This design comes from an exercise in tuning for small area, a short achievable clock period and few clock cycles per item on the open sky130 flow, not from production work.
Function was checked by simulation only, so behaviour that the tests miss may differ from the original.
Power is estimated from default activity; no workload was simulated.

--- design.v ---
package exe_pkg;
   localparam logic [7:0] OP_LV      = 8'h10;
   localparam logic [7:0] OP_SV      = 8'h11;
   localparam logic [7:0] OP_MTC1    = 8'h20;
   localparam logic [7:0] OP_MFC1    = 8'h21;
   localparam logic [7:0] OP_MOV_IMM = 8'h30;
   localparam int E_DVAL  = 0;     
   localparam int E_SMEM  = 32;    
   localparam int E_SSV   = 33;    
   localparam int E_SMTC1 = 34;    
   localparam int E_SWEN  = 35;    
   localparam int E_SWVL  = 36;    
   localparam int E_SVREG = 37;    
   localparam int E_SWIDX = 42;    
   localparam int E_SPLIT = 46;    
   localparam int E_NMEM  = 47;    
   localparam int E_NSV   = 48;
   localparam int E_NMTC1 = 49;
   localparam int E_NWEN  = 50;    
   localparam int E_NVREG = 51;    
   localparam int E_NRIDX = 56;    
   localparam int E_SRSEL = 60;    
   localparam int E_W     = 76;
endpackage
`timescale 1ns/1ps
module opcode_fifo (
   input  logic        clk,
   input  logic        reset,
   input  logic        push,
   input  logic [exe_pkg::E_W-1:0] push_data,
   input  logic        step,
   input  logic        skid_full_next,
   output logic [exe_pkg::E_W-1:0] head,
   output logic        head_valid,
   output logic        full
);
   logic [exe_pkg::E_W-1:0] e0;
   logic v0;
   logic pop, adv;
   logic v0_next, split_next, wait_next;
   assign head       = e0;
   assign head_valid = v0;
   assign pop = step && !e0[exe_pkg::E_SPLIT];
   assign adv = step && e0[exe_pkg::E_SPLIT];
   assign v0_next = push || (v0 && !pop);
   always_comb begin
      if (push) begin
         split_next = push_data[exe_pkg::E_SPLIT];
         wait_next   = push_data[exe_pkg::E_SMEM] || push_data[exe_pkg::E_SMTC1];
      end else if (adv) begin
         split_next = 1'b0;
         wait_next   = e0[exe_pkg::E_NMEM] || e0[exe_pkg::E_NMTC1];
      end else begin
         split_next = e0[exe_pkg::E_SPLIT];
         wait_next   = e0[exe_pkg::E_SMEM] || e0[exe_pkg::E_SMTC1];
      end
   end
   always_ff @(posedge clk or negedge reset) begin
      if (!reset) begin
         v0   <= 1'b0;
         full <= 1'b0;
      end else begin
         v0   <= v0_next;
         full <= v0_next && (split_next || (wait_next && skid_full_next));
      end
   end
   always_ff @(posedge clk) begin
      if (push) begin
         e0 <= push_data;
      end else if (adv) begin
         e0[exe_pkg::E_SMEM]       <= e0[exe_pkg::E_NMEM];
         e0[exe_pkg::E_SSV]        <= e0[exe_pkg::E_NSV];
         e0[exe_pkg::E_SMTC1]      <= e0[exe_pkg::E_NMTC1];
         e0[exe_pkg::E_SWEN]       <= e0[exe_pkg::E_NWEN];
         e0[exe_pkg::E_SWVL]       <= 1'b1;
         e0[exe_pkg::E_SVREG +: 5] <= e0[exe_pkg::E_NVREG +: 5];
         e0[exe_pkg::E_SRSEL +: 16] <= 16'b1 << e0[exe_pkg::E_NRIDX +: 4];
         e0[exe_pkg::E_SWIDX +: 4] <= e0[exe_pkg::E_NVREG +: 4];
         e0[exe_pkg::E_SPLIT]      <= 1'b0;
      end
   end
endmodule
`timescale 1ns/1ps
module instr_decode (
   input  logic [31:0] w0,
   input  logic [31:0] w1,
   input  logic        pend,
   input  logic [3:0]  pend_dst,
   output logic [exe_pkg::E_W-1:0] entry,
   output logic        pend_next,
   output logic [3:0]  pend_dst_next
);
   logic [7:0] op0, op1;
   logic lvsv0, mtc1_0, mfc1_0, movi0, rd0;
   logic lvsv1, mtc1_1, mfc1_1, movi1, rd1;
   logic dep_p, dep_n;
   logic split_p, split_n;
   assign op0 = w0[31:24];
   assign op1 = w1[31:24];
   assign lvsv0  = (op0[7:1] == exe_pkg::OP_LV[7:1]);
   assign mtc1_0 = (op0 == exe_pkg::OP_MTC1);
   assign mfc1_0 = (op0 == exe_pkg::OP_MFC1);
   assign movi0  = (op0 == exe_pkg::OP_MOV_IMM);
   assign rd0    = lvsv0 || mtc1_0;
   assign lvsv1  = (op1[7:1] == exe_pkg::OP_LV[7:1]);
   assign mtc1_1 = (op1 == exe_pkg::OP_MTC1);
   assign mfc1_1 = (op1 == exe_pkg::OP_MFC1);
   assign movi1  = (op1 == exe_pkg::OP_MOV_IMM);
   assign rd1    = lvsv1 || mtc1_1;
   assign dep_p = (pend_dst == w1[11:8]);
   assign dep_n = (w0[19:16] == w1[11:8]);
   assign split_p = mfc1_1 || (rd1 && dep_p);
   assign split_n = (rd0 && rd1) || (mfc1_0 && mfc1_1) || (mtc1_0 && (lvsv1 || mfc1_1)) ||
                    (rd1 && mfc1_0 && dep_n);
   assign pend_next     = (pend || !movi0) && movi1;
   assign pend_dst_next = w1[19:16];
   always_comb begin
      entry = '0;
      entry[exe_pkg::E_NMEM]       = lvsv1;
      entry[exe_pkg::E_NSV]        = op1[0];
      entry[exe_pkg::E_NMTC1]      = mtc1_1;
      entry[exe_pkg::E_NWEN]       = mfc1_1;
      entry[exe_pkg::E_NVREG +: 5] = w1[20:16];
      entry[exe_pkg::E_NRIDX +: 4] = w1[11:8];
      if (pend) begin
         entry[exe_pkg::E_DVAL +: 32]  = w0;
         entry[exe_pkg::E_SMEM]        = lvsv1 && !dep_p;
         entry[exe_pkg::E_SSV]         = op1[0];
         entry[exe_pkg::E_SMTC1]       = mtc1_1 && !dep_p;
         entry[exe_pkg::E_SWEN]        = 1'b1;
         entry[exe_pkg::E_SWVL]        = 1'b0;
         entry[exe_pkg::E_SVREG +: 5]  = w1[20:16];
         entry[exe_pkg::E_SRSEL +: 16] = 16'b1 << w1[11:8];
         entry[exe_pkg::E_SWIDX +: 4]  = pend_dst;
         entry[exe_pkg::E_SPLIT]       = split_p;
      end else if (movi0) begin
         entry[exe_pkg::E_DVAL +: 32]  = w1;
         entry[exe_pkg::E_SMEM]        = 1'b0;
         entry[exe_pkg::E_SSV]         = op1[0];
         entry[exe_pkg::E_SMTC1]       = 1'b0;
         entry[exe_pkg::E_SWEN]        = 1'b1;
         entry[exe_pkg::E_SWVL]        = 1'b0;
         entry[exe_pkg::E_SVREG +: 5]  = w1[20:16];
         entry[exe_pkg::E_SRSEL +: 16] = 16'b1 << w1[11:8];
         entry[exe_pkg::E_SWIDX +: 4]  = w0[19:16];
         entry[exe_pkg::E_SPLIT]       = 1'b0;
      end else begin
         entry[exe_pkg::E_DVAL +: 32]  = w1;
         entry[exe_pkg::E_SMEM]        = lvsv0 || (lvsv1 && !mtc1_0 && !(mfc1_0 && dep_n));
         entry[exe_pkg::E_SSV]         = lvsv0 ? op0[0] : op1[0];
         entry[exe_pkg::E_SMTC1]       = mtc1_0 || (mtc1_1 && !rd0 && !(mfc1_0 && dep_n));
         entry[exe_pkg::E_SWEN]        = mfc1_0 || (mfc1_1 && !mtc1_0);
         entry[exe_pkg::E_SWVL]        = 1'b1;
         entry[exe_pkg::E_SVREG +: 5]  = lvsv0 ? w0[20:16] : w1[20:16];
         entry[exe_pkg::E_SRSEL +: 16] = 16'b1 << (rd0 ? w0[11:8] : w1[11:8]);
         entry[exe_pkg::E_SWIDX +: 4]  = mfc1_0 ? w0[19:16] : w1[19:16];
         entry[exe_pkg::E_SPLIT]       = split_n;
      end
   end
endmodule
`timescale 1ns/1ps
module scalar_regfile (
   input  logic        clk,
   input  logic        reset,
   input  logic [15:0] rd_sel,
   output logic [31:0] rd_data,
   input  logic        wr_en,
   input  logic [3:0]  wr_idx,
   input  logic [31:0] wr_data
);
   logic [31:0] regs [16];
   logic [15:0] written;
   always_comb begin
      rd_data = 32'h0;
      for (int i = 0; i < 16; i++) begin
         rd_data = rd_data | (regs[i] & {32{rd_sel[i] && written[i]}});
      end
   end
   always_ff @(posedge clk or negedge reset) begin
      if (!reset) begin
         written <= '0;
      end else if (wr_en) begin
         written[wr_idx] <= 1'b1;
      end
   end
   always_ff @(posedge clk) begin
      if (wr_en) begin
         regs[wr_idx] <= wr_data;
      end
   end
endmodule
`timescale 1ns/1ps
module exe_control (
   input  logic        clk,
   input  logic        reset,
   input  logic [exe_pkg::E_W-1:0] head,
   input  logic        head_valid,
   output logic        step,
   output logic        skid_full_next,
   output logic [15:0] rd_sel,
   input  logic [31:0] rd_data,
   output logic        wr_en,
   output logic [3:0]  wr_idx,
   output logic [31:0] wr_data,
   input  logic        ls_busy,
   output logic        ls_req_valid,
   output logic        ls_req_write,
   output logic [4:0]  ls_req_vreg,
   output logic [31:0] ls_req_addr,
   output logic [31:0] ls_req_length
);
   logic [31:0] vec_len;
   logic        s_mem;
   logic        accept;
   logic        new_req;
   logic        out_load;
   logic        skid_load;
   logic        sk_valid;
   logic        sk_write;
   logic [4:0]  sk_vreg;
   logic [31:0] sk_addr;
   assign s_mem   = head[exe_pkg::E_SMEM];
   assign accept  = ls_req_valid && !ls_busy;
   assign step    = head_valid &&
                    (!(s_mem || head[exe_pkg::E_SMTC1]) || !sk_valid || accept);
   assign new_req = step && s_mem;
   assign rd_sel  = head[exe_pkg::E_SRSEL +: 16];
   assign wr_en   = step && head[exe_pkg::E_SWEN];
   assign wr_idx  = head[exe_pkg::E_SWIDX +: 4];
   assign wr_data = head[exe_pkg::E_SWVL] ? vec_len : head[exe_pkg::E_DVAL +: 32];
   assign out_load  = (!ls_req_valid || accept) && (sk_valid || new_req);
   assign skid_load = new_req && ls_req_valid && (sk_valid || !accept);
   assign skid_full_next = (sk_valid && !accept) || skid_load;
   always_ff @(posedge clk or negedge reset) begin
      if (!reset) begin
         vec_len      <= '0;
         ls_req_valid <= 1'b0;
         sk_valid     <= 1'b0;
      end else begin
         if (step && head[exe_pkg::E_SMTC1]) begin
            vec_len <= rd_data;
         end
         ls_req_valid <= (ls_req_valid && !accept) || sk_valid || new_req;
         sk_valid     <= skid_full_next;
      end
   end
   always_ff @(posedge clk) begin
      if (out_load) begin
         if (sk_valid) begin
            ls_req_write  <= sk_write;
            ls_req_vreg   <= sk_vreg;
            ls_req_addr   <= sk_addr;
         end else begin
            ls_req_write  <= head[exe_pkg::E_SSV];
            ls_req_vreg   <= head[exe_pkg::E_SVREG +: 5];
            ls_req_addr   <= rd_data;
         end
         ls_req_length <= vec_len;
      end
      if (skid_load) begin
         sk_write  <= head[exe_pkg::E_SSV];
         sk_vreg   <= head[exe_pkg::E_SVREG +: 5];
         sk_addr   <= rd_data;
      end
   end
endmodule
`timescale 1ns/1ps
module vector_exe_unit (
   input  logic        clk,
   input  logic        reset,
   input  logic        opcode_vld,
   input  logic [31:0] opcode0,
   input  logic [31:0] opcode1,
   input  logic        ls_busy,
   output logic        inst_buff_full,
   output logic        ls_req_valid,
   output logic        ls_req_write,
   output logic [4:0]  ls_req_vreg,
   output logic [31:0] ls_req_addr,
   output logic [31:0] ls_req_length
);
   logic        pend;
   logic [3:0]  pend_dst;
   logic        pend_next;
   logic [3:0]  pend_dst_next;
   logic [exe_pkg::E_W-1:0] entry;
   logic [exe_pkg::E_W-1:0] head;
   logic        head_valid;
   logic        push;
   logic        step;
   logic        skid_full_next;
   logic [15:0] rd_sel;
   logic [31:0] rd_data;
   logic        wr_en;
   logic [3:0]  wr_idx;
   logic [31:0] wr_data;
   assign push = opcode_vld && !inst_buff_full;
   always_ff @(posedge clk or negedge reset) begin
      if (!reset) begin
         pend <= 1'b0;
      end else if (push) begin
         pend <= pend_next;
      end
   end
   always_ff @(posedge clk) begin
      if (push) begin
         pend_dst <= pend_dst_next;
      end
   end
   instr_decode decoder (.w0(opcode0), .w1(opcode1), .pend(pend), .pend_dst(pend_dst),
      .entry(entry), .pend_next(pend_next), .pend_dst_next(pend_dst_next));
   opcode_fifo buffer (.clk(clk), .reset(reset), .push(push), .push_data(entry),
      .step(step), .skid_full_next(skid_full_next), .head(head), .head_valid(head_valid), .full(inst_buff_full));
   scalar_regfile sregs (.clk(clk), .reset(reset), .rd_sel(rd_sel), .rd_data(rd_data),
      .wr_en(wr_en), .wr_idx(wr_idx), .wr_data(wr_data));
   exe_control executor (.clk(clk), .reset(reset), .head(head), .head_valid(head_valid),
      .step(step), .skid_full_next(skid_full_next), .rd_sel(rd_sel), .rd_data(rd_data), .wr_en(wr_en), .wr_idx(wr_idx),
      .wr_data(wr_data), .ls_busy(ls_busy), .ls_req_valid(ls_req_valid),
      .ls_req_write(ls_req_write), .ls_req_vreg(ls_req_vreg), .ls_req_addr(ls_req_addr),
      .ls_req_length(ls_req_length));
endmodule
--- run.sh ---
#!/bin/bash
# synth_recipe.tcl (not shown) runs the flow's synth.tcl, then flattens the netlist and writes it again
# the make line also repeats each setting of config.mk as NAME=value (left out here)
make -C /OpenROAD-flow-scripts/flow DESIGN_CONFIG=/design/flow/config.mk WORK_HOME=/design/flow/orfs CLKGATE_MAP_FILE= SYNTH_SCRIPT=/design/flow/synth_recipe.tcl finish
--- config.mk ---
export PLATFORM = sky130hd
export DESIGN_NAME = vector_exe_unit
export DESIGN_NICKNAME = vector_exe_unit
export VERILOG_FILES = /design/flow/design.v
export SDC_FILE = /design/flow/constraint.sdc
export NUM_CORES = 4
export LEC_CHECK = 0
export CAP_MARGIN = 20
export CORE_MARGIN = 2
export CORE_UTILIZATION = 40
export CTS_CLUSTER_DIAMETER = 70
export CTS_CLUSTER_SIZE = 30
export SETUP_SLACK_MARGIN = 2.0
export SLEW_MARGIN = 20
--- constraint.sdc ---
create_clock -name core_clock -period 4.0 [get_ports {clk}]
set_input_delay 0.8000 -clock core_clock [delete_from_list [all_inputs] [get_ports {clk}]]
set_output_delay 0.8000 -clock core_clock [all_outputs]
set_load 0.01 [all_outputs]
==> reports/results.ini, run 1 <==
[critical_path]
worstPathRequired_ns = 4.46
cp-end-kind = flip-flop
r2r_cells = 8
reg2reg_slack_ns = 1.87
arrival_ns = 2.77
r2r_end = executor.ls_req_addr[5]
start_kind = input pin
worst_r2r_startpoint = buffer.e0[68]
critical_path_class = input pin to flip-flop
path_max_fanout = 6

[global_route]
grt_overflow = 0
antenna_found_initial = 3
grt_pass1_vias = 16876
grt_pass1_wl_mm = 123
gr-usage-all-layers_pct = 23.2
grt_max_degree = 47

[timing]
finalHoldViolations = 0
fin_crit_ns = 2.30
timing.final.crit_share_pct = 57.6
maxSlewHeadroom_pct = 35.0
setup_viol = 0
clock-skew-final_ns = 0.0291
setup_tns_ns = 0
slew_violations = 0
rsz0062_at_grt = true
clock.fmax_mhz = 434
worst_slew_pin_slew_ns = 0.975

[cts]
cts_htree_levels = 2
cts_root_buffer = clkbuf_16
clock_sinks = 749
hold_buffers = 0
tritoncts = yes
clock_latency_ns = 0.61
cts.clk_slew.worst_paths_ns = 0.10
cts_made_buffers = 36
ctsLongestPathBuffers = 3

[power_and_ir_drop]
design_power_total_mw = 21.7
swShare_pct = 32.4
pwr-share-clk_pct = 20.9
p_per_area_nw_per_um2 = 593
power_leakage_nw = 12.6
p_comb_share_pct = 29.4
p_int_mw = 14.7
power_frac_seq_pct = 49.7
ir_drop_uv = 376
p_sw_mw = 7.03

[placement]
dp_hpwl_mm = 46.9
numPortBuffers = 139
place_congestion = 0.847
dp.cells = 2781

[route]
dr.pass1.iters = 7
detail-route-antenna-nets = 0
via_per_inst = 5.97
vias = 18110
first_iter_violations = 2303
wl_mm = 92.3
drc = 0
wl_per_cell_um = 30.4

[die]
core-area_um2 = 71200
start_util_pct = 40.2
core.rowCount = 98
dieArea_um2 = 73800
die_w_um = 272
io_pins = 140
die_y_um = 272

[flow_run]
drv_cap = 0

[synth]
synth_seq_cells = 749
ys_warn_count = 5
syn_area_per_cell_um2 = 16.5
syn_nets = 1807
synthAdderAreaFrac_pct = 0.218
synth_area_um2 = 28600
yosys.area_share.simple_pct = 5.18
synth_flop_cell = edfxtp_1
syn-instance-count = 1734
synthXorXnorAreaFrac_pct = 0.336
synth.distinct_cells = 61
synth_top_family_by_area = compound AO/OA/AOI/OAI gates
synthArstFlopShare_pct = 7.08
synth_seq_area_share_pct = 77.6
synth_edf_count = 695
synth_compound_area_share_pct = 10.0
synth.area.mux_share_pct = 4.25

[final_layout]
stdcell_count = 3031
multiInputGateArea_um2 = 7170
fillers = 5713
drive_gt1_share_pct = 32.9
area_growth_syn_to_layout_pct = 27.8
fin_nets = 2129
regArea_um2 = 22200

[worst_hold_path]
hold_path_class = input pin to async pin

[outcome]
outcome = no timing/DRC/antenna violations

## per-stage QoR
stage / setup slack [ns] / hold slack (ns) / area [um^2] / util (%)
6_report: 1.70 / 0.341 / 36600 / 51.4
5_1_grt: 1.70 / 0.377 / 36600 / 51.4
4_1_cts: 1.76 / 0.349 / 34900 / 49.0
3_5_place_dp: 0.544 / 0.431 / 31700 / 44.5
3_3_place_gp: 0.576 / 0.429 / 31700 / 44.5
2_1_floorplan: 1.26 / 0.420 / 28900 / -
## worst max-delay path by stage
stage	cells past startpoint	startpoint	endpoint	slack, ns
2_1_floorplan	5	ls_busy	sregs.regs[1][0]	1.26
3_3_place_gp	8	opcode0[27]	buffer.e0[65]	0.58
3_5_place_dp	8	opcode0[27]	buffer.e0[65]	0.54
4_1_cts	9	opcode0[31]	buffer.e0[66]	1.76
5_1_grt	7	opcode0[25]	buffer.e0[60]	1.70
6_report	7	opcode0[25]	buffer.e0[60]	1.70
## metal layers
| layer | vias to the layer above | GRT usage (%) | wire length (um) |
|---|---|---|---|
| met5 | - | 0 | 45 |
| met1 | 9402 | 32.8 | 35900 |
| li1 | 7469 | - | - |
| met2 | 1052 | 38.2 | 44000 |
| met4 | 6 | 5.39 | 2940 |
| met3 | 181 | 3.39 | 9410 |
## flip-flops by register name (all words and copies together), names as in the netlist
name and flops:
executor.sk_addr 32, executor.ls_req_addr 32, executor.vec_len 32, executor.ls_req_write 1, buffer.v0 1, executor.sk_valid 1
executor.ls_req_vreg 5, pend_dst 3, executor.sk_write 1, executor.ls_req_valid 1, pend 1, buffer.full 1
executor.sk_vreg 5, buffer.e0 73, sregs.regs 512, sregs.written 16, executor.ls_req_length 32
## cell usage after synthesis, types with 3 or more instances
cell type | number | area, um^2
nor4_1 | 5 | 31.3
clkbuf_1 | 84 | 315
a31oi_1 | 7 | 43.8
and2_1 | 17 | 106
o221ai_1 | 7 | 61.3
buf_2 | 4 | 20.0
nor2b_1 | 3 | 18.8
nand3_1 | 76 | 380
and3_1 | 3 | 18.8
xor2_1 | 6 | 52.6
or4_1 | 3 | 22.5
or2_2 | 5 | 31.3
mux2_2 | 70 | 788
buf_1 | 16 | 60.1
mux2i_1 | 43 | 430
a21o_1 | 16 | 120
ha_1 | 5 | 62.6
o21ai_0 | 48 | 240
edfxtp_1 | 695 | 20900
xnor2_1 | 5 | 43.8
nor2_1 | 69 | 259
a22o_1 | 69 | 604
o32ai_1 | 3 | 26.3
a21oi_1 | 8 | 40.0
nand2b_1 | 13 | 81.3
a22oi_1 | 132 | 991
o22ai_1 | 4 | 25.0
dfrtp_1 | 53 | 1330
a221oi_1 | 64 | 561
inv_1 | 77 | 289
o2bb2ai_1 | 3 | 26.3
nand2_1 | 69 | 259
nor3b_1 | 5 | 37.5
or3_1 | 4 | 25.0
nor3_1 | 12 | 60.1
## worst max-delay path: stages
cell,delay (ns)
buf_8,0.10
or4_4,0.61
nor4b_4,0.36
a21oi_4,0.17
or3_4,0.38
o22ai_1,0.19
a22o_1,0.15
## timing repair
action | CTS | global route
gates cloned | 21 | 23
setup buffers | 95 | 48
pin swaps | 139 | 140
setup endpoints to repair | 863 | 495
gates resized for setup | 602 | 142
hold endpoints to repair | 0 | 0
## power groups by stage
| stage | registers [mW] | logic (mW) | clock network [mW] |
|---|---|---|---|
| 3_5_place_dp | 11.0 | 4.83 | 0 |
| 3_3_place_gp | 11.0 | 4.75 | 0 |
| 2_1_floorplan | 10.9 | 2.48 | 0 |
| 5_1_grt | 10.9 | 6.70 | 4.82 |
| 6_report | 10.8 | 6.39 | 4.53 |
| 4_1_cts | 10.8 | 5.83 | 4.54 |
## cell families after synthesis
family,count (synthesis)
DFF,749
adders and majority gates,5
AOI/OAI and AO/OA,376
and+or+nand+nor,298
buffers and inverters,182
muxes,113
xor gates and xnor gates,11
## area by class of cell
class | count | share of cell area (%)
Antenna cell | 1 | 0.00683
Clock buffer | 43 | 2.59
Clock inverter | 19 | 0.663
Inverter | 77 | 0.789
Multi-Input combinational cell | 806 | 19.6
Sequential cell | 749 | 60.7
Tap cell | 950 | 3.25
Timing Repair Buffer | 386 | 12.4
## cells in the final DEF (no fill, tap or decap), types with 16 or more instances in the layout
cell             count
clkbuf_16           54
nand3_1             57
a21o_1              16
nor2_1              21
buf_12              51
edfxtp_1           695
nand2_1             63
o21ai_0             28
mux2i_1             42
nor2_4              42
buf_2               74
a221oi_2            47
mux2_2              70
dfrtp_1             47
buf_6               54
buf_4               95
nand3_2             18
buf_16              19
and2_4              16
a22oi_1            126
inv_1               74
a22o_1              69
clkdlybuf4s50_1     45
Testbench counts, summed over its fixed seeds: cycles 18,098, items 19,384.
==> inputs of run 2 (changes only) <==
--- a/design.v
+++ b/design.v
@@ -31,4 +31,5 @@
    input  logic        step,
    input  logic        skid_full_next,
+   input  logic [15:0] written,
    output logic [exe_pkg::E_W-1:0] head,
    output logic        head_valid,
@@ -38,5 +39,5 @@
    logic v0;
    logic pop, adv;
-   logic v0_next, split_next, wait_next;
+   logic v0_next, split_next, mem_next;
    assign head       = e0;
    assign head_valid = v0;
@@ -47,11 +48,11 @@
       if (push) begin
          split_next = push_data[exe_pkg::E_SPLIT];
-         wait_next   = push_data[exe_pkg::E_SMEM] || push_data[exe_pkg::E_SMTC1];
+         mem_next   = push_data[exe_pkg::E_SMEM];
       end else if (adv) begin
          split_next = 1'b0;
-         wait_next   = e0[exe_pkg::E_NMEM] || e0[exe_pkg::E_NMTC1];
+         mem_next   = e0[exe_pkg::E_NMEM];
       end else begin
          split_next = e0[exe_pkg::E_SPLIT];
-         wait_next   = e0[exe_pkg::E_SMEM] || e0[exe_pkg::E_SMTC1];
+         mem_next   = e0[exe_pkg::E_SMEM];
       end
    end
@@ -62,5 +63,5 @@
       end else begin
          v0   <= v0_next;
-         full <= v0_next && (split_next || (wait_next && skid_full_next));
+         full <= v0_next && (split_next || (mem_next && skid_full_next));
       end
    end
@@ -75,5 +76,5 @@
          e0[exe_pkg::E_SWVL]       <= 1'b1;
          e0[exe_pkg::E_SVREG +: 5] <= e0[exe_pkg::E_NVREG +: 5];
-         e0[exe_pkg::E_SRSEL +: 16] <= 16'b1 << e0[exe_pkg::E_NRIDX +: 4];
+         e0[exe_pkg::E_SRSEL +: 16] <= (16'b1 << e0[exe_pkg::E_NRIDX +: 4]) & written;
          e0[exe_pkg::E_SWIDX +: 4] <= e0[exe_pkg::E_NVREG +: 4];
          e0[exe_pkg::E_SPLIT]      <= 1'b0;
@@ -87,4 +88,5 @@
    input  logic        pend,
    input  logic [3:0]  pend_dst,
+   input  logic [15:0] written,
    output logic [exe_pkg::E_W-1:0] entry,
    output logic        pend_next,
@@ -131,5 +133,5 @@
          entry[exe_pkg::E_SWVL]        = 1'b0;
          entry[exe_pkg::E_SVREG +: 5]  = w1[20:16];
-         entry[exe_pkg::E_SRSEL +: 16] = 16'b1 << w1[11:8];
+         entry[exe_pkg::E_SRSEL +: 16] = (16'b1 << w1[11:8]) & written;
          entry[exe_pkg::E_SWIDX +: 4]  = pend_dst;
          entry[exe_pkg::E_SPLIT]       = split_p;
@@ -142,5 +144,5 @@
          entry[exe_pkg::E_SWVL]        = 1'b0;
          entry[exe_pkg::E_SVREG +: 5]  = w1[20:16];
-         entry[exe_pkg::E_SRSEL +: 16] = 16'b1 << w1[11:8];
+         entry[exe_pkg::E_SRSEL +: 16] = 16'h0;
          entry[exe_pkg::E_SWIDX +: 4]  = w0[19:16];
          entry[exe_pkg::E_SPLIT]       = 1'b0;
@@ -153,5 +155,5 @@
          entry[exe_pkg::E_SWVL]        = 1'b1;
          entry[exe_pkg::E_SVREG +: 5]  = lvsv0 ? w0[20:16] : w1[20:16];
-         entry[exe_pkg::E_SRSEL +: 16] = 16'b1 << (rd0 ? w0[11:8] : w1[11:8]);
+         entry[exe_pkg::E_SRSEL +: 16] = (16'b1 << (rd0 ? w0[11:8] : w1[11:8])) & written;
          entry[exe_pkg::E_SWIDX +: 4]  = mfc1_0 ? w0[19:16] : w1[19:16];
          entry[exe_pkg::E_SPLIT]       = split_n;
@@ -167,5 +169,8 @@
    input  logic        wr_en,
    input  logic [3:0]  wr_idx,
-   input  logic [31:0] wr_data
+   input  logic [31:0] wr_data,
+   input  logic        hd_wen,
+   input  logic [3:0]  hd_widx,
+   output logic [15:0] written_eff
 );
    logic [31:0] regs [16];
@@ -174,7 +179,8 @@
       rd_data = 32'h0;
       for (int i = 0; i < 16; i++) begin
-         rd_data = rd_data | (regs[i] & {32{rd_sel[i] && written[i]}});
+         rd_data = rd_data | (regs[i] & {32{rd_sel[i]}});
       end
    end
+   assign written_eff = written | ({15'h0, hd_wen} << hd_widx);
    always_ff @(posedge clk or negedge reset) begin
       if (!reset) begin
@@ -220,8 +226,8 @@
    logic [4:0]  sk_vreg;
    logic [31:0] sk_addr;
+   logic [31:0] sk_length;
    assign s_mem   = head[exe_pkg::E_SMEM];
    assign accept  = ls_req_valid && !ls_busy;
-   assign step    = head_valid &&
-                    (!(s_mem || head[exe_pkg::E_SMTC1]) || !sk_valid || accept);
+   assign step    = head_valid && (!s_mem || !sk_valid || accept);
    assign new_req = step && s_mem;
    assign rd_sel  = head[exe_pkg::E_SRSEL +: 16];
@@ -251,10 +257,11 @@
             ls_req_vreg   <= sk_vreg;
             ls_req_addr   <= sk_addr;
+            ls_req_length <= sk_length;
          end else begin
             ls_req_write  <= head[exe_pkg::E_SSV];
             ls_req_vreg   <= head[exe_pkg::E_SVREG +: 5];
             ls_req_addr   <= rd_data;
+            ls_req_length <= vec_len;
          end
-         ls_req_length <= vec_len;
       end
       if (skid_load) begin
@@ -262,4 +269,5 @@
          sk_vreg   <= head[exe_pkg::E_SVREG +: 5];
          sk_addr   <= rd_data;
+         sk_length <= vec_len;
       end
    end
@@ -295,4 +303,5 @@
    logic [3:0]  wr_idx;
    logic [31:0] wr_data;
+   logic [15:0] written_eff;
    assign push = opcode_vld && !inst_buff_full;
    always_ff @(posedge clk or negedge reset) begin
@@ -308,10 +317,13 @@
       end
    end
-   instr_decode decoder (.w0(opcode0), .w1(opcode1), .pend(pend), .pend_dst(pend_dst),
+   instr_decode decoder (.w0(opcode0), .w1(opcode1), .pend(pend), .pend_dst(pend_dst), .written(written_eff),
       .entry(entry), .pend_next(pend_next), .pend_dst_next(pend_dst_next));
    opcode_fifo buffer (.clk(clk), .reset(reset), .push(push), .push_data(entry),
-      .step(step), .skid_full_next(skid_full_next), .head(head), .head_valid(head_valid), .full(inst_buff_full));
+      .step(step), .skid_full_next(skid_full_next),
+      .written(written_eff), .head(head), .head_valid(head_valid), .full(inst_buff_full));
    scalar_regfile sregs (.clk(clk), .reset(reset), .rd_sel(rd_sel), .rd_data(rd_data),
-      .wr_en(wr_en), .wr_idx(wr_idx), .wr_data(wr_data));
+      .wr_en(wr_en), .wr_idx(wr_idx), .wr_data(wr_data),
+      .hd_wen(head_valid && head[exe_pkg::E_SWEN]), .hd_widx(head[exe_pkg::E_SWIDX +: 4]),
+      .written_eff(written_eff));
    exe_control executor (.clk(clk), .reset(reset), .head(head), .head_valid(head_valid),
       .step(step), .skid_full_next(skid_full_next), .rd_sel(rd_sel), .rd_data(rd_data), .wr_en(wr_en), .wr_idx(wr_idx),
--- a/config.mk
+++ b/config.mk
@@ -6,9 +6,9 @@
 export NUM_CORES = 4
 export LEC_CHECK = 0
-export CAP_MARGIN = 20
+export CAP_MARGIN = 5
 export CORE_MARGIN = 2
 export CORE_UTILIZATION = 40
-export CTS_CLUSTER_DIAMETER = 70
+export CTS_CLUSTER_DIAMETER = 80
 export CTS_CLUSTER_SIZE = 30
 export SETUP_SLACK_MARGIN = 2.0
-export SLEW_MARGIN = 20
+export SLEW_MARGIN = 5
==> run 2 against run 1 <==
Net effect: still clean; flip-flop and latch count is 32 higher; highest routed layer is now met4; critical path depth is 1 higher; largest cell class unchanged; combinational power is 15% higher; die area increased by 4.6%.
==> reports/results.ini, run 2 <==
[synth]
synthTopCellsByCount = edfxtp_1 (726), a22oi_1 (136), mux2_2 (99)
synth_seq_cells = 781  ; +4.3%
synth_edf_count = 726  ; +4.5%
syn_area_per_cell_um2 = 16.6  ; +0.26%
synthArstFlopShare_pct = 6.79  ; -0.29 points
synth_flop_cell = edfxtp_1
synth_largest_area_cell = edfxtp_1
synth_seq_area_share_pct = 77.3  ; -0.28 points
synth.distinct_cells = 63  ; +3.3%
syn_nets = 1883  ; +4.2%
yosys.cell_count.top_type = edfxtp_1
synth_area_um2 = 30000  ; +4.7%
syn-instance-count = 1810  ; +4.4%
ys_warn_count = 5  ; unchanged
ys_top_cells_by_area = edfxtp_1 (73%), dfrtp_1 (4.4%), mux2_2 (3.7%), a22oi_1 (3.4%), a221oi_1 (1.9%)
netlist.area_leader.share_pct = 72.7  ; -0.14 points

[timing]
finalHoldViolations = 0  ; unchanged
worst_hold_slack_ns = 0.368  ; +0.0274 ns
rsz0062_at_grt = true
setup_tns_ns = 0  ; unchanged
timing.final.crit_share_pct = 52.3  ; -5.3 points
slew_violations = 0  ; unchanged
maxSlewHeadroom_pct = 31.9  ; -3.1 points
clock.fmax_mhz = 478  ; +10%
setup_viol = 0  ; unchanged
clock-skew-final_ns = 0.0400  ; +0.0109 ns
worst_slew_pin_slew_ns = 1.02  ; +0.0469 ns
fin_crit_ns = 2.09  ; -0.211 ns

[final_layout]
final_common_cell = edfxtp_1
area_growth_syn_to_layout_pct = 19.5
top_regs = sregs.regs (512), buffer.e0 (73)
fin_nets = 2100  ; -1.4%
layout_common_cells = edfxtp_1 (726), a22oi_1 (136), mux2_2 (99), inv_1 (76), buf_2 (76)
utilization_pct = 48.2  ; -3.2 points
largest_reg_flops = 512  ; unchanged
regMostFlops = sregs.regs
diodes = 0  ; -1
drive_gt1_share_pct = 26.0  ; -6.9 points

[route]
via_per_inst = 5.83  ; -2.5%
wl_per_cell_um = 27.6  ; -9.3%
wl_mm = 83.3  ; -9.7%
dr.pass1.iters = 7  ; unchanged
vias = 17577  ; -2.9%
detail-route-antenna-nets = 0  ; unchanged
first_iter_violations = 1880  ; -18%
drc = 0  ; unchanged

[die]
dieArea_um2 = 77200  ; +4.6%
core-area_um2 = 74300  ; +4.3%
io_pins = 140  ; unchanged
die_w_um = 278  ; +2.3%
die_y_um = 278  ; +2.3%
core.rowCount = 100  ; +2.0%
start_util_pct = 40.3  ; +0.13 points

[critical_path]
start_kind = input pin
crit_slowest_cell = or4_4
cp-end-kind = flip-flop
crit_chain = buf_6, or4_4, a211oi_4, buf_6, mux2i_4, buf_4, nand3_2, a21oi_2
cpPeakStageDelay_ns = 0.59  ; -0.02 ns
timing.critical_path.buf_inv = 3  ; +2
crit_family = simple AND/OR/NAND/NOR gates
worstPathRequired_ns = 4.45  ; about the same
arrival_ns = 2.55  ; -0.22 ns
critical_path_class = input pin to flip-flop
crit_top_cell = buf_6
path_max_fanout = 4  ; -2

[global_route]
busiest_layer = met2
grt.met3_usage_pct = 2.16  ; -1.2 points
grt_overflow = 0  ; unchanged
grt_pass1_wl_mm = 119  ; -3.2%
gr-usage-all-layers_pct = 21.0  ; -2.2 points
grt_util_met2_pct = 36.3  ; -1.9 points
grt_pass1_vias = 17467  ; +3.5%
gr-usage-met1_pct = 28.3  ; -4.5 points
grt_max_degree = 65  ; +38%
antenna_found_initial = 0  ; -3

[outcome]
outcome = no timing/DRC/antenna violations

[power_and_ir_drop]
ir_drop_uv = 768  ; +100%
p_per_area_nw_per_um2 = 660  ; +11%
power_leakage_nw = 11.7  ; -7.4%

[worst_hold_path]
hold_path_class = input pin to async pin

[placement]
dp_hpwl_mm = 48.0  ; +2.4%
place_congestion = 0.849  ; +0.22%
numPortBuffers = 139  ; unchanged

[cts]
tritoncts = yes
cts_htree_levels = 2  ; unchanged
cts.clk_slew.worst_paths_ns = 0.11  ; about the same
clock_latency_ns = 0.61  ; about the same
ctsLongestPathBuffers = 3  ; unchanged
cts_made_buffers = 35  ; -2.8%
cts_root_buffer = clkbuf_16
clock_sinks = 781  ; +4.3%

[flow_run]
drv_cap = 0  ; unchanged

==> run 2: power by group <==
group	internal, mW	total [mW]	switching [mW]
clock network	1.83	4.38	2.55
logic	2.47	7.38	4.91
registers	11.3	11.9	0.565
total	15.6	23.6	8.02
==> run 2: area by class of cell <==
type | count | area, um^2
clock inverter | 13 | 175
inverter | 79 | 302
sequential | 781 | 23200
clock buffer | 44 | 941
timing repair buffer | 271 | 2740
multi-input combinational | 859 | 7280
tap | 969 | 1210
fill | 6244 | 38500
==> run 2: cell families (layout without fill, tap and decap cells) <==
| kind of cell | Yosys count | in the layout | synth area share, % |
|---|---|---|---|
| DFF | 781 | 781 | 77.3 |
| AOI/OAI and AO/OA | 412 | 412 | 10.2 |
| and+or+nand+nor | 284 | 284 | 4.45 |
| xor gates and xnor gates | 11 | 11 | 0.321 |
| buffers and inverters | 170 | 407 | 2.16 |
| adders and majority gates | 5 | 5 | 0.209 |
| muxes | 147 | 147 | 5.34 |
==> run 2: repair_timing <==
item,4_1_cts,5_1_grt
cloned,8,4
pin swaps,39,54
hold buffers,0,0
setup buffers,58,14
endpoints found under the setup margin,872,211
gates resized for setup,520,88
==> run 2: worst reg2reg max path, cell delays in order, from the launching register on <==
cell and delay (ns):
dfrtp_2 0.39, nand2_1 0.16, a31oi_4 0.28, buf_6 0.20
nand2_8 0.09, nor3_4 0.17, buf_6 0.16, buf_4 0.12
buf_12 0.14
==> run 2: routing by layer <==
layer	part of all wire, %	up-vias
li1	-	7593
met1	40	9112
met2	50	750
met3	6.7	122
met4	2.5	0
met5	0	-
==> run 2: stage by stage <==
step / cell area [um^2] / setup slack (ns) / total power, mW / cells
2_1_floorplan: 30200 / 1.38 / 15.6 / 1810
3_3_place_gp: 32900 / 0.710 / 18.5 / 2875
3_5_place_dp: 32900 / 0.688 / 18.6 / 2875
4_1_cts: 35100 / 1.91 / 23.4 / 2998
5_1_grt: 35800 / 1.85 / 24.6 / 3016
6_report: 35800 / 1.91 / 23.6 / 3016
==> run 2: final timing paths <==
kind / cells past startpoint / startpoint / endpoint / slack, ns
max: 8 / opcode0[27] / buffer.e0[74] / 1.91
max in group asynchronous: 2 / reset / executor.vec_len[18] / 2.77
max reg2reg: 8 / buffer.v0 / sregs.regs[3][1] / 2.01
min in group core_clock: 0 / buffer.e0[33] / executor.sk_write / 0.46
min: 1 / reset / executor.vec_len[0] / 0.37
min reg2reg: 0 / buffer.e0[33] / executor.sk_write / 0.46
Testbench counts of run 2, summed over its fixed seeds: cycles 17,684, items 19,384.
==> inputs of run 3 (changes only) <==
--- a/config.mk
+++ b/config.mk
@@ -6,9 +6,9 @@
 export NUM_CORES = 4
 export LEC_CHECK = 0
-export CAP_MARGIN = 5
+export CAP_MARGIN = 20
 export CORE_MARGIN = 2
 export CORE_UTILIZATION = 40
 export CTS_CLUSTER_DIAMETER = 80
 export CTS_CLUSTER_SIZE = 30
-export SETUP_SLACK_MARGIN = 2.0
-export SLEW_MARGIN = 5
+export SETUP_SLACK_MARGIN = 2.1
+export SLEW_MARGIN = 20
==> run 3 against run 2 <==
Net effect: register-to-register slack got worse by 0.12 ns; non-clock buffer count rose by 139; synthesized cell count did not move; critical endpoint is now sregs.regs[3][11]; sequential power barely moved; flip-flop and latch count did not move; critical path type is now flip-flop to flip-flop; synthesized area did not move; largest power group unchanged.
==> reports/results.ini, run 3 <==
[route]
wl_mm = 98.1  ; +18%
wl_per_cell_um = 31.1  ; +13%
dr.pass1.iters = 6  ; -1
detail-route-antenna-nets = 0  ; unchanged
vias = 19123  ; +8.8%
drc = 0  ; unchanged
via_per_inst = 6.06  ; +3.9%
first_iter_violations = 2538  ; +35%

[synth]
yosys.cell_count.top_type = edfxtp_1
synth_flop_cell = edfxtp_1
syn_area_per_cell_um2 = 16.6  ; unchanged
synthAdderAreaFrac_pct = 0.209  ; unchanged
synthTopCellsByCount = edfxtp_1 (726), a22oi_1 (136), mux2_2 (99)
synth_edf_count = 726  ; unchanged
syn_nets = 1883  ; unchanged
synth_largest_area_cell = edfxtp_1
ys_warn_count = 5  ; unchanged
ys_top_cells_by_area = edfxtp_1 (73%), dfrtp_1 (4.4%), mux2_2 (3.7%), a22oi_1 (3.4%), a221oi_1 (1.9%)
yosys.area_share.simple_pct = 4.45  ; unchanged
synth_top_family_by_area = compound AO/OA/AOI/OAI gates
synth.distinct_cells = 63  ; unchanged
synthXorXnorAreaFrac_pct = 0.321  ; unchanged
synthArstFlopShare_pct = 6.79  ; unchanged
synth_seq_cells = 781  ; unchanged
synth_area_um2 = 30000  ; unchanged
netlist.area_leader.share_pct = 72.7  ; unchanged
synth_compound_area_share_pct = 10.2  ; unchanged
syn-instance-count = 1810  ; unchanged
synth_seq_area_share_pct = 77.3  ; unchanged
synth.area.mux_share_pct = 5.34  ; unchanged

[timing]
slew_violations = 0  ; unchanged
timing.final.crit_share_pct = 52.7  ; +0.32 points
fin_crit_ns = 2.11  ; +0.0128 ns
clock-skew-final_ns = 0.0539  ; +0.0139 ns
worst_slew_pin_slew_ns = 1.03  ; +0.00899 ns
worst_hold_slack_ns = 0.364  ; -0.00366 ns
rsz0062_at_grt = true
maxSlewHeadroom_pct = 31.3  ; -0.60 points
finalHoldViolations = 0  ; unchanged
clock.fmax_mhz = 475  ; -0.61%
setup_tns_ns = 0  ; unchanged
setup_viol = 0  ; unchanged

[cts]
cts_made_buffers = 35  ; unchanged
ctsLongestPathBuffers = 3  ; unchanged
clock_latency_ns = 0.62  ; about the same
hold_buffers = 0  ; unchanged
cts.clk_slew.worst_paths_ns = 0.12  ; about the same
cts_root_buffer = clkbuf_16
cts_htree_levels = 2  ; unchanged
clock_sinks = 781  ; unchanged
tritoncts = yes

[die]
die_w_um = 278  ; unchanged
io_pins = 140  ; unchanged
dieArea_um2 = 77200  ; unchanged
core-area_um2 = 74300  ; unchanged
start_util_pct = 40.3  ; unchanged
die_y_um = 278  ; unchanged
core.rowCount = 100  ; unchanged

[critical_path]
cp-end-kind = flip-flop
path_max_fanout = 8  ; +4
arrival_ns = 2.44  ; -0.11 ns
worst_r2r_startpoint = executor.sk_valid
start_kind = flip-flop
critical_path_class = flip-flop to flip-flop
r2r_cells = 8  ; unchanged
r2r_end = sregs.regs[3][11]
reg2reg_slack_ns = 1.89  ; -0.12 ns
worstPathRequired_ns = 4.34  ; -0.11 ns

[worst_hold_path]
hold_path_class = input pin to async pin

[final_layout]
drive_gt1_share_pct = 33.7  ; +7.7 points
top_regs = sregs.regs (512), buffer.e0 (73)
largest_reg_flops = 512  ; unchanged
layout_common_cells = edfxtp_1 (726), a22oi_1 (129), mux2_2 (99), buf_4 (82), buf_2 (79)
final_common_cell = edfxtp_1
diodes = 0  ; unchanged
fin_nets = 2241  ; +6.7%
area_growth_syn_to_layout_pct = 28.8
regMostFlops = sregs.regs

[outcome]
outcome = no timing/DRC/antenna violations

[power_and_ir_drop]
power_leakage_nw = 12.9  ; +10%
p_per_area_nw_per_um2 = 657  ; -0.55%
ir_drop_uv = 604  ; -21%

[global_route]
grt_max_degree = 65  ; unchanged
antenna_found_initial = 0  ; unchanged
grt_pass1_vias = 17961  ; +2.8%
gr-usage-all-layers_pct = 21.9  ; +0.94 points
grt_overflow = 0  ; unchanged
grt_pass1_wl_mm = 124  ; +4.0%

[placement]
numPortBuffers = 139  ; unchanged
dp_hpwl_mm = 48.0  ; unchanged
place_congestion = 0.849  ; unchanged

[flow_run]
drv_cap = 0  ; unchanged

[run 3: cell counts after synthesis]
Identical to the previous run, type by type.
[run 3: critical path: stages, from the launching register on]
cell and delay (ns):
dfrtp_4 0.54, a31oi_4 0.28, buf_6 0.17, buf_12 0.11, nand2_8 0.07, nor3_4 0.26
buf_6 0.17, buf_6 0.11, buf_16 0.14
[run 3: metrics by stage]
step | instance area (um^2) | setup slack, ns | std cells | utilization (%) | power, mW
final | 38600 | 1.89 | 3157 | 51.9 | 25.3
after global routing | 38600 | 1.87 | 3157 | 51.9 | 26.1
after CTS | 36300 | 1.95 | 3044 | 48.8 | 23.8
after detailed placement | 32900 | 0.688 | 2875 | 44.3 | 18.6
after global placement | 32900 | 0.710 | 2875 | 44.3 | 18.5
after floorplan | 30200 | 1.38 | 1810 | - | 15.6
[run 3: cell type report]
cell class,count,area [um^2]
fillers,5912,35700
clock inverters,13,175
repair buffers,410,5160
repair inverters,1,5.00
inverters,79,305
flip-flops and latches,781,23200
multi-input cells,860,7630
clock buffers,44,941
well taps,969,1210
[run 3: routing by layer]
layer / wire length [um] / share of wire [%] / GRT usage, % / up-vias
met5: 0 / 0 / 0 / -
met4: 4600 / 4.7 / 7.84 / 0
met3: 9020 / 9.2 / 2.66 / 238
met2: 46900 / 48 / 37.4 / 1094
met1: 37600 / 38 / 29.0 / 9886
li1: - / - / - / 7905
[run 3: worst max-delay path by stage]
stage / startpoint / to / cells after the start
2_1_floorplan: ls_busy / sregs.regs[10][0] / 4
3_3_place_gp: ls_busy / sregs.regs[3][28] / 6
3_5_place_dp: opcode0[28] / buffer.e0[74] / 6
4_1_cts: executor.ls_req_addr[2] / ls_req_addr[2] / 1
5_1_grt: executor.sk_valid / sregs.regs[3][20] / 8
6_report: executor.sk_valid / sregs.regs[3][11] / 8
[run 3: kinds of logic after synthesis]
group                    count (synthesis)
AND/OR/NAND/NOR                        284
XOR/XNOR                                11
multiplexers                           147
buffers and inverters                  170
flip-flops                             781
adder cells (fa/ha/maj)                  5
AO/OA/AOI/OAI                          412
[run 3: power by group]
part           switching [mW]  internal (mW)
combinational            5.60           3.38
sequential              0.610           11.3
clock                    2.60           1.83
[run 3: timing repair]
action	4_1_cts	5_1_grt
setup buffers	92	70
setup endpoints to repair	954	770
pin swaps	83	106
gates cloned	20	43
gates resized for setup	639	201
==> inputs of run 4 (changes only) <==
--- a/config.mk
+++ b/config.mk
@@ -11,4 +11,4 @@
 export CTS_CLUSTER_DIAMETER = 80
 export CTS_CLUSTER_SIZE = 30
-export SETUP_SLACK_MARGIN = 2.1
+export SETUP_SLACK_MARGIN = 2.0
 export SLEW_MARGIN = 20
==> run 4 against run 3 <==
Net effect: global-route usage shrank 0.94 points; critical path depth unchanged; still clean; first-iteration DRC count fell by 26%; highest routed layer unchanged; non-clock buffer count is 139 lower; critical endpoint is now buffer.e0[74]; worst setup slack better by 0.013 ns.
==> reports/results.ini, run 4 <==
[outcome]
outcome = no timing/DRC/antenna violations

[final_layout]
regMostFlops = sregs.regs
diodes = 0  ; unchanged
layout_common_cells = edfxtp_1 (726), a22oi_1 (136), mux2_2 (99), inv_1 (76), buf_2 (76)
fin_nets = 2100  ; -6.3%
utilization_pct = 48.2  ; -3.7 points
final_common_cell = edfxtp_1
largest_reg_flops = 512  ; unchanged
multiInputGateArea_um2 = 7280  ; -4.6%
drive_gt1_share_pct = 26.0  ; -7.7 points
regArea_um2 = 23200  ; unchanged
fillers = 6244  ; +5.6%
top_regs = sregs.regs (512), buffer.e0 (73)
stdcell_count = 3016  ; -4.5%
area_growth_syn_to_layout_pct = 19.5

[global_route]
grt_max_degree = 65  ; unchanged
gr-usage-all-layers_pct = 21.0  ; -0.94 points
antenna_found_initial = 0  ; unchanged
grt_pass1_vias = 17467  ; -2.8%
grt_overflow = 0  ; unchanged
grt_pass1_wl_mm = 119  ; -3.8%

[critical_path]
arrival_ns = 2.55  ; +0.11 ns
start_kind = input pin
critical_path_class = input pin to flip-flop
cp-end-kind = flip-flop
path_max_fanout = 4  ; -4
worstPathRequired_ns = 4.45  ; +0.11 ns

[timing]
worst_slew_pin_slew_ns = 1.02  ; -0.00899 ns
setup_tns_ns = 0  ; unchanged
clock.fmax_mhz = 478  ; +0.61%
maxSlewHeadroom_pct = 31.9  ; +0.60 points
fin_crit_ns = 2.09  ; -0.0128 ns
finalHoldViolations = 0  ; unchanged
setup_viol = 0  ; unchanged
worst_hold_slack_ns = 0.368  ; +0.00366 ns
rsz0062_at_grt = true
slew_violations = 0  ; unchanged
timing.final.crit_share_pct = 52.3  ; -0.32 points
clock-skew-final_ns = 0.0400  ; -0.0139 ns

[cts]
clock_latency_ns = 0.61  ; about the same
cts_htree_levels = 2  ; unchanged
hold_buffers = 0  ; unchanged
cts_made_buffers = 35  ; unchanged
cts.clk_slew.worst_paths_ns = 0.11  ; about the same
clock_sinks = 781  ; unchanged
cts_root_buffer = clkbuf_16
tritoncts = yes
ctsLongestPathBuffers = 3  ; unchanged

[synth]
synthAdderAreaFrac_pct = 0.209  ; unchanged
syn-instance-count = 1810  ; unchanged
synth_flop_cell = edfxtp_1
synth_seq_cells = 781  ; unchanged
ys_warn_count = 5  ; unchanged
synthXorXnorAreaFrac_pct = 0.321  ; unchanged
synth_seq_area_share_pct = 77.3  ; unchanged
ys_top_cells_by_area = edfxtp_1 (73%), dfrtp_1 (4.4%), mux2_2 (3.7%), a22oi_1 (3.4%), a221oi_1 (1.9%)
synth.area.mux_share_pct = 5.34  ; unchanged
synth.distinct_cells = 63  ; unchanged
yosys.cell_count.top_type = edfxtp_1
synth_area_um2 = 30000  ; unchanged
synth_edf_count = 726  ; unchanged
synthTopCellsByCount = edfxtp_1 (726), a22oi_1 (136), mux2_2 (99)
syn_area_per_cell_um2 = 16.6  ; unchanged
synth_compound_area_share_pct = 10.2  ; unchanged
synthArstFlopShare_pct = 6.79  ; unchanged
yosys.area_share.simple_pct = 4.45  ; unchanged
syn_nets = 1883  ; unchanged
synth_top_family_by_area = compound AO/OA/AOI/OAI gates
netlist.area_leader.share_pct = 72.7  ; unchanged
synth_largest_area_cell = edfxtp_1

[placement]
numPortBuffers = 139  ; unchanged
dp.cells = 2875  ; unchanged
dp_hpwl_mm = 48.0  ; unchanged
place_congestion = 0.849  ; unchanged

[die]
io_pins = 140  ; unchanged
start_util_pct = 40.3  ; unchanged
core.rowCount = 100  ; unchanged
core-area_um2 = 74300  ; unchanged
dieArea_um2 = 77200  ; unchanged
die_y_um = 278  ; unchanged
die_w_um = 278  ; unchanged

[route]
wl_mm = 83.3  ; -15%
wl_per_cell_um = 27.6  ; -11%
vias = 17577  ; -8.1%
detail-route-antenna-nets = 0  ; unchanged
first_iter_violations = 1880  ; -26%
via_per_inst = 5.83  ; -3.8%
dr.pass1.iters = 7  ; +1
drc = 0  ; unchanged

[power_and_ir_drop]
p_per_area_nw_per_um2 = 660  ; +0.55%
design_power_total_mw = 23.6  ; -6.7%
power_leakage_nw = 11.7  ; -9.3%
ir_drop_uv = 768  ; +27%

[flow_run]
drv_cap = 0  ; unchanged

[worst_hold_path]
hold_path_class = input pin to async pin

-- run 4: worst paths after layout --
path                       cells after the start  slack, ns     startpoint                   end
setup / recovery                               8       1.91    opcode0[27]         buffer.e0[74]
hold / removal                                 1       0.37          reset   executor.vec_len[0]
setup reg to reg                               8       2.01      buffer.v0      sregs.regs[3][1]
hold reg to reg                                0       0.46  buffer.e0[33]     executor.sk_write
max in group asynchronous                      2       2.77          reset  executor.vec_len[18]
min in group core_clock                        0       0.46  buffer.e0[33]     executor.sk_write
-- run 4: worst max-delay path, cell delays in order --
cell and delay [ns]:
buf_6 0.10, or4_4 0.59, a211oi_4 0.18, buf_6 0.18
mux2i_4 0.28, buf_4 0.15, nand3_2 0.08, a21oi_2 0.19
-- run 4: repair_timing --
item / 4_1_cts / 5_1_grt
gates cloned: 8 / 4
pin swaps: 39 / 54
endpoints found under the setup margin: 872 / 211
setup buffers: 58 / 14
gates resized for setup: 520 / 88
hold endpoints to repair: 0 / 0
-- run 4: routing by layer --
metal,up-vias,wire [um],track usage [%]
li1,7593,-,-
met1,9112,33600,28.3
met2,750,42000,36.3
met3,122,5590,2.16
met4,0,2110,5.72
met5,-,0,0
-- run 4: per-stage QoR --
| stage | cell area [um^2] | setup slack [ns] |
|---|---|---|
| floorplan | 30200 | 1.38 |
| global placement | 32900 | 0.710 |
| detailed placement | 32900 | 0.688 |
| CTS | 35100 | 1.91 |
| global route | 35800 | 1.85 |
| finish | 35800 | 1.91 |
-- run 4: cell families (layout without fill, tap and decap cells) --
| logic type | count (synthesis) | count (layout) |
|---|---|---|
| buf+inv | 170 | 407 |
| simple gates | 284 | 284 |
| flops | 781 | 781 |
| xor+xnor | 11 | 11 |
| compound gates | 412 | 412 |
| fa+ha+maj | 5 | 5 |
| mux | 147 | 147 |
-- run 4: layout make-up --
cell class / count / area share (%)
multi-input combinational: 859 / 20.3
timing repair buffer: 271 / 7.65
clock buffer: 44 / 2.63
sequential: 781 / 64.7
inverter: 79 / 0.842
tap: 969 / 3.38
clock inverter: 13 / 0.489
-- run 4: report_power, final --
| group | switching [mW] | leakage, nW | internal, mW |
|---|---|---|---|
| Clock | 2.55 | 0.535 | 1.83 |
| Combinational | 4.91 | 4.00 | 2.47 |
| Sequential | 0.565 | 7.15 | 11.3 |
==> inputs of run 5 (changes only) <==
--- a/config.mk
+++ b/config.mk
@@ -9,5 +9,5 @@
 export CORE_MARGIN = 2
 export CORE_UTILIZATION = 40
-export CTS_CLUSTER_DIAMETER = 80
+export CTS_CLUSTER_DIAMETER = 90
 export CTS_CLUSTER_SIZE = 30
 export SETUP_SLACK_MARGIN = 2.0
==> run 5 against run 4 <==
Net effect: sequential power about the same; power increased by 0.45%; combinational power increased by 3.1%; clock skew decreased by 0.010 ns; clock power decreased by 3%; worst hold slack got worse by 0.0022 ns; global-route usage decreased by 0.11 points; critical path depth unchanged; sequential share of layout area decreased by 0.55 points.
==> reports/results.ini, run 5 <==
[final_layout]
stdcell_count = 3029  ; +0.43%
fillers = 6230  ; -0.22%
final_common_cell = edfxtp_1
multiInputGateArea_um2 = 7350  ; +1.0%
top_regs = sregs.regs (512), buffer.e0 (73)
utilization_pct = 48.6  ; +0.41 points
area_growth_syn_to_layout_pct = 20.5
fin_nets = 2118  ; +0.86%
drive_gt1_share_pct = 27.0  ; +1.0 points
diodes = 0  ; unchanged
regArea_um2 = 23200  ; unchanged
layout_common_cells = edfxtp_1 (726), a22oi_1 (135), mux2_2 (99), inv_1 (76), buf_2 (75)
largest_reg_flops = 512  ; unchanged
regMostFlops = sregs.regs

[critical_path]
cpPeakStageDelay_ns = 0.53  ; -0.06 ns
reg2reg_slack_ns = 1.90  ; -0.11 ns
critical_path_class = flip-flop to flip-flop
timing.critical_path.buf_inv = 5  ; +2
crit_slowest_cell = dfrtp_4
cp-end-kind = flip-flop
crit_family = buffers and inverters
path_max_fanout = 8  ; +4
crit_chain = a31oi_4, buf_6, buf_6, nand2_8, nor3_4, buf_6, buf_12, buf_16
crit_top_cell = buf_6
worstPathRequired_ns = 4.31  ; -0.14 ns
start_kind = flip-flop
arrival_ns = 2.41  ; -0.14 ns

[synth]
syn_area_per_cell_um2 = 16.6  ; unchanged
synthArstFlopShare_pct = 6.79  ; unchanged
synth_largest_area_cell = edfxtp_1
netlist.area_leader.share_pct = 72.7  ; unchanged
synthTopCellsByCount = edfxtp_1 (726), a22oi_1 (136), mux2_2 (99)
syn-instance-count = 1810  ; unchanged
ys_warn_count = 5  ; unchanged
synth_flop_cell = edfxtp_1
synth_seq_cells = 781  ; unchanged
synth_seq_area_share_pct = 77.3  ; unchanged
ys_top_cells_by_area = edfxtp_1 (73%), dfrtp_1 (4.4%), mux2_2 (3.7%), a22oi_1 (3.4%), a221oi_1 (1.9%)
syn_nets = 1883  ; unchanged
yosys.cell_count.top_type = edfxtp_1
synth_area_um2 = 30000  ; unchanged
synth.distinct_cells = 63  ; unchanged
synth_edf_count = 726  ; unchanged

[power_and_ir_drop]
p_per_area_nw_per_um2 = 658  ; -0.40%
power_leakage_nw = 11.8  ; +1.0%
ir_drop_uv = 826  ; +7.4%

[timing]
rsz0062_at_grt = true
finalHoldViolations = 0  ; unchanged
timing.final.crit_share_pct = 52.5  ; +0.13 points
worst_slew_pin_slew_ns = 1.01  ; -0.0143 ns
maxSlewHeadroom_pct = 32.8  ; +0.96 points
setup_viol = 0  ; unchanged
fin_crit_ns = 2.10  ; +0.00534 ns
clock.fmax_mhz = 476  ; -0.25%
clock-skew-final_ns = 0.0296  ; -0.0104 ns
slew_violations = 0  ; unchanged
setup_tns_ns = 0  ; unchanged
worst_hold_slack_ns = 0.366  ; -0.00217 ns

[route]
vias = 17798  ; +1.3%
wl_mm = 85.0  ; +2.1%
dr.pass1.iters = 5  ; -2
via_per_inst = 5.88  ; +0.82%
drc = 0  ; unchanged
wl_per_cell_um = 28.1  ; +1.6%
first_iter_violations = 1962  ; +4.4%
detail-route-antenna-nets = 0  ; unchanged

[die]
core-area_um2 = 74300  ; unchanged
start_util_pct = 40.3  ; unchanged
dieArea_um2 = 77200  ; unchanged
io_pins = 140  ; unchanged
die_y_um = 278  ; unchanged
core.rowCount = 100  ; unchanged
die_w_um = 278  ; unchanged

[cts]
cts_htree_levels = 2  ; unchanged
tritoncts = yes
clock_latency_ns = 0.60  ; about the same
ctsLongestPathBuffers = 3  ; unchanged
clock_sinks = 781  ; unchanged
cts_root_buffer = clkbuf_16
hold_buffers = 0  ; unchanged
cts_made_buffers = 34  ; -2.9%
cts.clk_slew.worst_paths_ns = 0.11  ; about the same

[global_route]
grt_overflow = 0  ; unchanged
grt_pass1_vias = 17426  ; -0.23%
grt_util_met2_pct = 36.5  ; +0.15 points
antenna_found_initial = 0  ; unchanged
busiest_layer = met2
grt_max_degree = 65  ; unchanged
gr-usage-all-layers_pct = 20.9  ; -0.11 points
grt.met3_usage_pct = 2.14  ; -0.017 points
gr-usage-met1_pct = 27.9  ; -0.34 points
grt_pass1_wl_mm = 119  ; -0.48%

[placement]
dp.cells = 2875  ; unchanged
dp_hpwl_mm = 48.0  ; unchanged
place_congestion = 0.849  ; unchanged
numPortBuffers = 139  ; unchanged

[worst_hold_path]
hold_path_class = input pin to async pin

[outcome]
outcome = no timing/DRC/antenna violations

[flow_run]
drv_cap = 0  ; unchanged

[run 5: cell counts after synthesis]
Identical to the previous run, type by type.
[run 5: final timing paths]
path / startpoint / cells after the start / end
setup / recovery: executor.sk_valid / 8 / sregs.regs[3][15]
hold / removal: reset / 1 / executor.sk_valid
setup reg to reg: executor.sk_valid / 8 / sregs.regs[3][15]
hold reg to reg: buffer.e0[37] / 0 / executor.sk_vreg[0]
max in group asynchronous: reset / 2 / executor.vec_len[11]
min in group core_clock: buffer.e0[37] / 0 / executor.sk_vreg[0]
[run 5: cells by family after synthesis]
group                      Yosys count  synth area share (%)
DFF                                781                  77.3
xor gates and xnor gates            11                 0.321
muxes                              147                  5.34
and+or+nand+nor                    284                  4.45
adders and majority gates            5                 0.209
AOI/OAI and AO/OA                  412                  10.2
buffers and inverters              170                  2.16
[run 5: layer usage]
layer,share of wire (%),routed length (um),vias to the layer above
met5,0,0,-
met4,2.5,2140,0
met3,6.7,5710,120
met2,51,43100,783
met1,40,34100,9265
li1,-,-,7630
[run 5: power by group]
part           total, mW  internal, mW  switching (mW)
combinational       7.61          2.60            5.00
clock               4.26          1.75            2.51
sequential          11.9          11.3           0.567
total               23.8          15.7            8.07
[run 5: stage by stage]
step	power (mW)	instance area [um^2]	setup slack [ns]
after floorplan	15.6	30200	1.38
after global routing	24.7	36100	1.87
after CTS	23.2	35000	1.90
after global placement	18.5	32900	0.710
final	23.8	36100	1.90
after detailed placement	18.6	32900	0.688
[run 5: timing repair]
| item | CTS | global route |
|---|---|---|
| setup endpoints to repair | 878 | 288 |
| buffers inserted | 62 | 23 |
| gates cloned | 6 | 12 |
| resized for setup | 507 | 128 |
| pin swaps | 40 | 74 |
| hold endpoints to repair | 0 | 0 |
[run 5: area by class of cell]
cell class / count / area share (%)
Clock inverter: 8 / 0.374
Multi-Input combinational cell: 859 / 20.4
Tap cell: 969 / 3.36
Timing Repair Buffer: 290 / 8.43
Clock buffer: 43 / 2.51
Sequential cell: 781 / 64.1
Inverter: 79 / 0.835
==> inputs of run 6 (changes only) <==
--- a/design.v
+++ b/design.v
@@ -39,5 +39,5 @@
    logic v0;
    logic pop, adv;
-   logic v0_next, split_next, mem_next;
+   logic v0_next, split_next, wait_next;
    assign head       = e0;
    assign head_valid = v0;
@@ -48,11 +48,11 @@
       if (push) begin
          split_next = push_data[exe_pkg::E_SPLIT];
-         mem_next   = push_data[exe_pkg::E_SMEM];
+         wait_next  = push_data[exe_pkg::E_SMEM] || push_data[exe_pkg::E_SMTC1];
       end else if (adv) begin
          split_next = 1'b0;
-         mem_next   = e0[exe_pkg::E_NMEM];
+         wait_next  = e0[exe_pkg::E_NMEM] || e0[exe_pkg::E_NMTC1];
       end else begin
          split_next = e0[exe_pkg::E_SPLIT];
-         mem_next   = e0[exe_pkg::E_SMEM];
+         wait_next  = e0[exe_pkg::E_SMEM] || e0[exe_pkg::E_SMTC1];
       end
    end
@@ -63,5 +63,5 @@
       end else begin
          v0   <= v0_next;
-         full <= v0_next && (split_next || (mem_next && skid_full_next));
+         full <= v0_next && (split_next || (wait_next && skid_full_next));
       end
    end
@@ -226,8 +226,8 @@
    logic [4:0]  sk_vreg;
    logic [31:0] sk_addr;
-   logic [31:0] sk_length;
    assign s_mem   = head[exe_pkg::E_SMEM];
    assign accept  = ls_req_valid && !ls_busy;
-   assign step    = head_valid && (!s_mem || !sk_valid || accept);
+   assign step    = head_valid &&
+                    (!(s_mem || head[exe_pkg::E_SMTC1]) || !sk_valid || accept);
    assign new_req = step && s_mem;
    assign rd_sel  = head[exe_pkg::E_SRSEL +: 16];
@@ -257,11 +257,10 @@
             ls_req_vreg   <= sk_vreg;
             ls_req_addr   <= sk_addr;
-            ls_req_length <= sk_length;
          end else begin
             ls_req_write  <= head[exe_pkg::E_SSV];
             ls_req_vreg   <= head[exe_pkg::E_SVREG +: 5];
             ls_req_addr   <= rd_data;
-            ls_req_length <= vec_len;
          end
+         ls_req_length <= vec_len;
       end
       if (skid_load) begin
@@ -269,5 +268,4 @@
          sk_vreg   <= head[exe_pkg::E_SVREG +: 5];
          sk_addr   <= rd_data;
-         sk_length <= vec_len;
       end
    end
--- a/config.mk
+++ b/config.mk
@@ -9,5 +9,5 @@
 export CORE_MARGIN = 2
 export CORE_UTILIZATION = 40
-export CTS_CLUSTER_DIAMETER = 90
+export CTS_CLUSTER_DIAMETER = 80
 export CTS_CLUSTER_SIZE = 30
 export SETUP_SLACK_MARGIN = 2.0
==> run 6 against run 5 <==
Net effect: worst setup slack lost 0.15 ns; clock-buffer cell count down 1; flip-flop and latch count decreased by 32; via count fell by 0.33%; global-route usage up 2.7 points; die area decreased by 4.6%; sequential power decreased by about 10%; register-to-register slack got worse by 0.13 ns; clock power about the same.
==> reports/results.ini, run 6 <==
[global_route]
grt_max_degree = 39  ; -40%
gr-usage-all-layers_pct = 23.6  ; +2.7 points
grt_overflow = 0  ; unchanged

[final_layout]
area_growth_syn_to_layout_pct = 26.2
final_common_cell = edfxtp_1
top_regs = sregs.regs (512), buffer.e0 (73)

[cts]
cts_made_buffers = 35  ; +2.9%
ctsLongestPathBuffers = 3  ; unchanged
hold_buffers = 0  ; unchanged
clock_latency_ns = 0.60  ; about the same

[placement]
dpl_cell_area_um2 = 31400  ; -4.8%

[route]
dr.pass1.iters = 5  ; unchanged
vias = 17740  ; -0.33%
wl_per_cell_um = 30.1  ; +7.2%

[critical_path]
cp-end-kind = flip-flop
cpPeakStageDelay_ns = 0.56  ; +0.03 ns
worst_r2r_startpoint = buffer.e0[62]
crit_chain = buf_6, or4_4, a211oi_4, buf_6, mux2_4, a221oi_2, nor3_1
critical_path_class = input pin to flip-flop
crit_top_cell = buf_6

[timing]
clock.fmax_mhz = 444  ; -6.7%
slew_violations = 0  ; unchanged
worst_slew_pin_slew_ns = 0.897  ; -0.110 ns
rsz0062_at_grt = true

[synth]
syn_nets = 1759  ; -6.6%
yosys.cell_count.top_type = edfxtp_1
synth_edf_count = 695  ; -4.3%
synth.distinct_cells = 61  ; -3.2%
ys_top_cells_by_area = edfxtp_1 (73%), dfrtp_1 (4.6%), mux2_2 (4.1%), a22oi_1 (3.4%), a221oi_1 (2.5%)

[die]
dieArea_um2 = 73600  ; -4.6%

[power_and_ir_drop]
ir_drop_uv = 353  ; -57%
p_per_area_nw_per_um2 = 545  ; -17%

[worst_hold_path]
hold_path_class = input pin to async pin

[outcome]
outcome = no timing/DRC/antenna violations

## run 6: changes by cell type in the layout (fill, tap and decap cells not counted), sizes merged, moves of 12 or more
cell | previous run | this run
edfxtp | 726 | 695
mux2i | 47 | 11
a221oi | 64 | 81
buf | 221 | 289
nand2 | 68 | 56
and3 | 5 | 33
inv | 84 | 45
## run 6: final timing paths
| path | endpoint | slack [ns] | cells after the start |
|---|---|---|---|
| max in group asynchronous | executor.vec_len[13] | 2.86 | 2 |
| min in group core_clock | sregs.written[14] | 0.46 | 1 |
| worst max register to register | executor.ls_req_addr[8] | 1.77 | 9 |
| worst min-delay path | executor.vec_len[9] | 0.29 | 1 |
| worst max-delay path | buffer.e0[64] | 1.75 | 7 |
| worst min register to register | sregs.written[14] | 0.46 | 1 |
## run 6: routing by layer
layer,track usage [%],part of all wire (%)
met5,0,0
met3,3.30,9.5
met4,8.76,4.2
met2,37.6,47
met1,33.1,39
## run 6: cells by family after synthesis
family / count (synthesis) / share of synthesized area (%)
flip-flops: 749 / 77.7
AO/OA/AOI/OAI: 400 / 10.5
AND/OR/NAND/NOR: 279 / 4.95
buffers and inverters: 127 / 1.75
multiplexers: 116 / 4.52
XOR/XNOR: 10 / 0.306
adder cells (fa/ha/maj): 5 / 0.219
## run 6: what timing repair did
item | CTS | global route
gates resized for setup | 564 | 97
endpoints found under the hold margin | 0 | 0
cloned | 31 | 2
pin swaps | 122 | 90
setup endpoints to repair | 804 | 296
buffers inserted | 133 | 34
## run 6: worst register-to-register path, cell delays in order (launching register included)
cell,delay [ns]
edfxtp_1,0.42
buf_6,0.16
buf_12,0.16
buf_12,0.16
a22o_1,0.19
a221oi_2,0.18
nand3_1,0.16
nor2_4,0.24
inv_2,0.07
mux2_2,0.26
## run 6: final cells by class
type                            count  area (um^2)
Fill cell                        5790        35000
Sequential cell                   749        22200
Multi-Input combinational cell    828         7370
Timing Repair Buffer              353         4040
Tap cell                          950         1190
Clock buffer                       42          945
Clock inverter                     12          165
Inverter                           39          149
Antenna cell                        3         7.51
## run 6: report_power, final
group          internal (mW)  leakage [nW]  switching, mW
registers               10.2          6.87          0.474
logic                   1.70          4.47           3.01
clock network           1.78         0.535           2.51
## run 6: stage by stage
step / worst slack [ns] / instances / utilization [%] / power [mW] / hold WS [ns]
after CTS: 1.73 / 2937 / 49.6 / 19.4 / 0.285
after global placement: 0.784 / 2719 / 44.1 / 14.5 / 0.445
after floorplan: 1.37 / 1686 / - / 12.8 / 0.422
after global routing: 1.72 / 2975 / 50.7 / 20.3 / 0.328
after detailed placement: 0.749 / 2719 / 44.1 / 14.6 / 0.444
final: 1.75 / 2976 / 50.7 / 19.7 / 0.291
Testbench counts of run 6, summed over its fixed seeds: cycles 18,098, items 19,384.

Check on run 6: ideal ports give 1.750 ns setup slack; a clkbuf_16 on the clock port and buf_2 on the inputs give 1.766 ns; moving port delays by the midpoint clock arrival (0.642 ns) as well gives 1.134 ns.
